What follows belongs to an exercise in optimizing a design on an open flow for small area, a short achievable clock period and few clock cycles per item; a production flow would make more cautious choices.
Function was checked by simulation only, so behaviour that the tests miss may differ from the original.
No activity file was given, so power comes from the tool's default toggle rates.

==> build 80 <==
==> flow/design.v (excerpt) <==
module bicubic_top (
    input  wire        CLK,
    input  wire        RST,
    input  wire [6:0]  cfg_v0,
    input  wire [6:0]  cfg_h0,
    input  wire [4:0]  cfg_sw,
    input  wire [4:0]  cfg_sh,
    input  wire [5:0]  cfg_tw,
    input  wire [5:0]  cfg_th,
    output wire        src_rd_en,
    output wire [13:0] src_rd_addr,
    input  wire [7:0]  src_data,
    output wire        res_wr_en,
    output wire [9:0]  res_wr_addr,
    output wire [7:0]  res_wr_data,
    output logic       done
);
==> flow/config.mk <==
export PLATFORM = sky130hd
export DESIGN_NAME = bicubic_top
export DESIGN_NICKNAME = bicubic_top
export VERILOG_FILES = /design/flow/design.v
export SDC_FILE = /design/flow/constraint.sdc
export NUM_CORES = 4
export LEC_CHECK = 0
export CAP_MARGIN = 20
export CORE_MARGIN = 2
export CORE_UTILIZATION = 40
export CTS_BUF_LIST = sky130_fd_sc_hd__clkbuf_16
export CTS_CLUSTER_DIAMETER = 80
export CTS_CLUSTER_SIZE = 24
export PLACE_DENSITY = 0.7
export SLEW_MARGIN = 20
==> flow/constraint.sdc <==
create_clock -name core_clock -period 13.0 [get_ports {CLK}]
set_input_delay 2.6000 -clock core_clock [delete_from_list [all_inputs] [get_ports {CLK}]]
set_output_delay 2.6000 -clock core_clock [all_outputs]
set_load 0.01 [all_outputs]
run.sh (not shown) runs the stock make flow with config.mk's settings and CLKGATE_MAP_FILE= SYNTH_SCRIPT=/design/flow/synth_recipe.tcl, a recipe that flattens the netlist after the stock synthesis.
==> trial 16 (differences from build 80) <==
- CTS_CLUSTER_DIAMETER: 80 -> 70
- CTS_CLUSTER_SIZE: 24 -> 30
- PLACE_DENSITY: 0.7 -> default
==> run notes <==
Psw 1050 uW; worst slew pin tran roughly 1.1 ns; placed instance count approximately 4200; clock latency on the worst-skew pair 0.64 ns; final WL about 66000 microns; final cell count without fillers 4239; power consumption about 3400 uW; status timing/DRC/antenna clean; Fin Hold WS 0.300 ns
the above is filed under build 80

==> run notes <==
Fin Hold WS 0.299 ns; status timing/DRC/antenna clean; # diodes 0; clock latency on the worst-skew pair 0.59 ns; placed instance count 4188; worst slew pin tran just over 1 ns; final WL 67600 microns; final cell count without fillers around 4300; power consumption 3540 uW; number of synthesized flops with an enable pin roughly 150
the above is filed under trial 16

Testbench counts of build 80, summed over its fixed seeds: cycles 61,826, pixels 20,672.
Testbench counts of trial 16, summed over its fixed seeds: cycles 61,826, pixels 20,672.

* * *

==> 04-21: inputs <==
Another version of the RTL of bicubic_top (not shown whole).
==> flow/design.v (excerpt) <==
module bicubic_top (
    input  wire        CLK,
    input  wire        RST,
    input  wire [6:0]  cfg_v0,
    input  wire [6:0]  cfg_h0,
    input  wire [4:0]  cfg_sw,
    input  wire [4:0]  cfg_sh,
    input  wire [5:0]  cfg_tw,
    input  wire [5:0]  cfg_th,
    output wire        src_rd_en,
    output wire [13:0] src_rd_addr,
    input  wire [7:0]  src_data,
    output wire        res_wr_en,
    output wire [9:0]  res_wr_addr,
    output wire [7:0]  res_wr_data,
    output logic       done
);
==> flow/config.mk <==
export PLATFORM = sky130hd
export DESIGN_NAME = bicubic_top
export DESIGN_NICKNAME = bicubic_top
export VERILOG_FILES = /design/flow/design.v
export SDC_FILE = /design/flow/constraint.sdc
export NUM_CORES = 4
export LEC_CHECK = 0
export CAP_MARGIN = 20
export CORE_MARGIN = 2
export CORE_UTILIZATION = 40
export SLEW_MARGIN = 20
==> flow/constraint.sdc <==
create_clock -name core_clock -period 13.0 [get_ports {CLK}]
set_input_delay 2.6000 -clock core_clock [delete_from_list [all_inputs] [get_ports {CLK}]]
set_output_delay 2.6000 -clock core_clock [all_outputs]
set_load 0.01 [all_outputs]
==> 01-03: changes against 04-21 <==
--- a/flow/config.mk
+++ b/flow/config.mk
@@ -9,3 +9,6 @@
 export CORE_MARGIN = 2
-export CORE_UTILIZATION = 40
+export CORE_UTILIZATION = 60
+export CTS_BUF_LIST = sky130_fd_sc_hd__clkbuf_16
+export CTS_CLUSTER_DIAMETER = 80
+export CTS_CLUSTER_SIZE = 24
 export SLEW_MARGIN = 20
==> 12-09: changes against 04-21 <==
--- a/flow/config.mk
+++ b/flow/config.mk
@@ -7,2 +7,3 @@
 export LEC_CHECK = 0
+export ABC_AREA = 1
 export CAP_MARGIN = 20
@@ -10,2 +11,5 @@
 export CORE_UTILIZATION = 40
+export CTS_BUF_LIST = sky130_fd_sc_hd__clkbuf_16
+export CTS_CLUSTER_DIAMETER = 80
+export CTS_CLUSTER_SIZE = 24
 export SLEW_MARGIN = 20
==> comparison table <==
| metric | 12-09 | 04-21 | 01-03 |
|---|---|---|---|
| Status | finished clean | finished clean | finished clean |
| DRC marker count from the first detailed-route iteration | 1,221 | 1,332 | 1,160 |
| Crit path capture type | register | output pin | register |
| Total nets after synthesis | 3,290 | 2,760 | 2,760 |
| Worst-skew pair later-pin latency | 600 ps | 590 ps | 570 ps |
| Critical Path Stages | 17 | 1 | 12 |
| Reported net switching power | 528 µW | 531 µW | 503 µW |
| Post-synthesis simple-gate area fraction | 20.6% | 14.8% | 14.8% |
| Synthesized area | 0.0233 mm² | 0.0229 mm² | 0.0229 mm² |
| Power, Total | 2020 µW | 2300 µW | 1960 µW |
| Wire length on met3 | 2410 µm | 2270 µm | 2420 µm |
| Register clock-pin slew on the reported worst setup and hold paths | 90 ps | 60 ps | 90 ps |
| TritonCTS buffer count | 28 | 39 | 24 |
| Mux cell area share after synthesis | 0% | 4.36% | 4.36% |
| Via Count | 18,100 | 16,500 | 16,600 |
| Sequential share of the synthesized area | 31.6% | 32.2% | 32.2% |
| Worst setup slack for register-to-register paths | 8420 ps | 8840 ps | 8810 ps |
Testbench counts of 04-21, summed over its fixed seeds: cycles 89,169, pixels 20,672.
Testbench counts of 01-03, summed over its fixed seeds: cycles 89,169, pixels 20,672.
Testbench counts of 12-09, summed over its fixed seeds: cycles 89,169, pixels 20,672.

## afterwards: timing with drivers on the ports
The results above use ideal ports. As a check the final layouts listed here were re-extracted and re-timed, cells and wires unchanged. Step 1 (the two cells are an assumption about what drives the block):
set clk [get_ports {CLK}]
set_driving_cell -lib_cell sky130_fd_sc_hd__clkbuf_16 $clk
set_driving_cell -lib_cell sky130_fd_sc_hd__buf_2 [delete_from_list [all_inputs] $clk]
Step 2 times the ports against the registers' clock, not the clock port: input delays grow and output delays shrink by t, the midpoint of the rising clock arrivals with the driver on. Three values: ideal, step 1, step 2; two values: the first two.
run | t (ns) | setup WS [ns] | worst hold slack (ns) | latest minus earliest clock arrival (ns) | pins driven straight from the clock port
build 80 | 0.672 | 8.729 / 8.666 / 8.428 | 0.300 / 0.300 / 0.300 | 0.070 / 0.070 | 1
trial 16 | 0.637 | 8.834 / 8.770 / 8.387 | 0.299 / 0.299 / 0.299 | 0.043 / 0.043 | 1
04-21 | 0.629 | 8.828 / 8.770 / 8.289 | 0.352 / 0.352 / 0.352 | 0.040 / 0.041 | 1
01-03 | 0.613 | 8.812 / 8.812 / 8.254 | 0.365 / 0.365 / 0.365 | 0.019 / 0.019 | 1
12-09 | 0.643 | 8.415 / 8.415 / 8.415 | 0.361 / 0.361 / 0.361 | 0.042 / 0.042 | 1
After both steps setup and hold are still met in every run listed. The setup slack of 01-03, which loses most, moves by 0.000 ns with the drivers and by -0.558 ns with both steps.
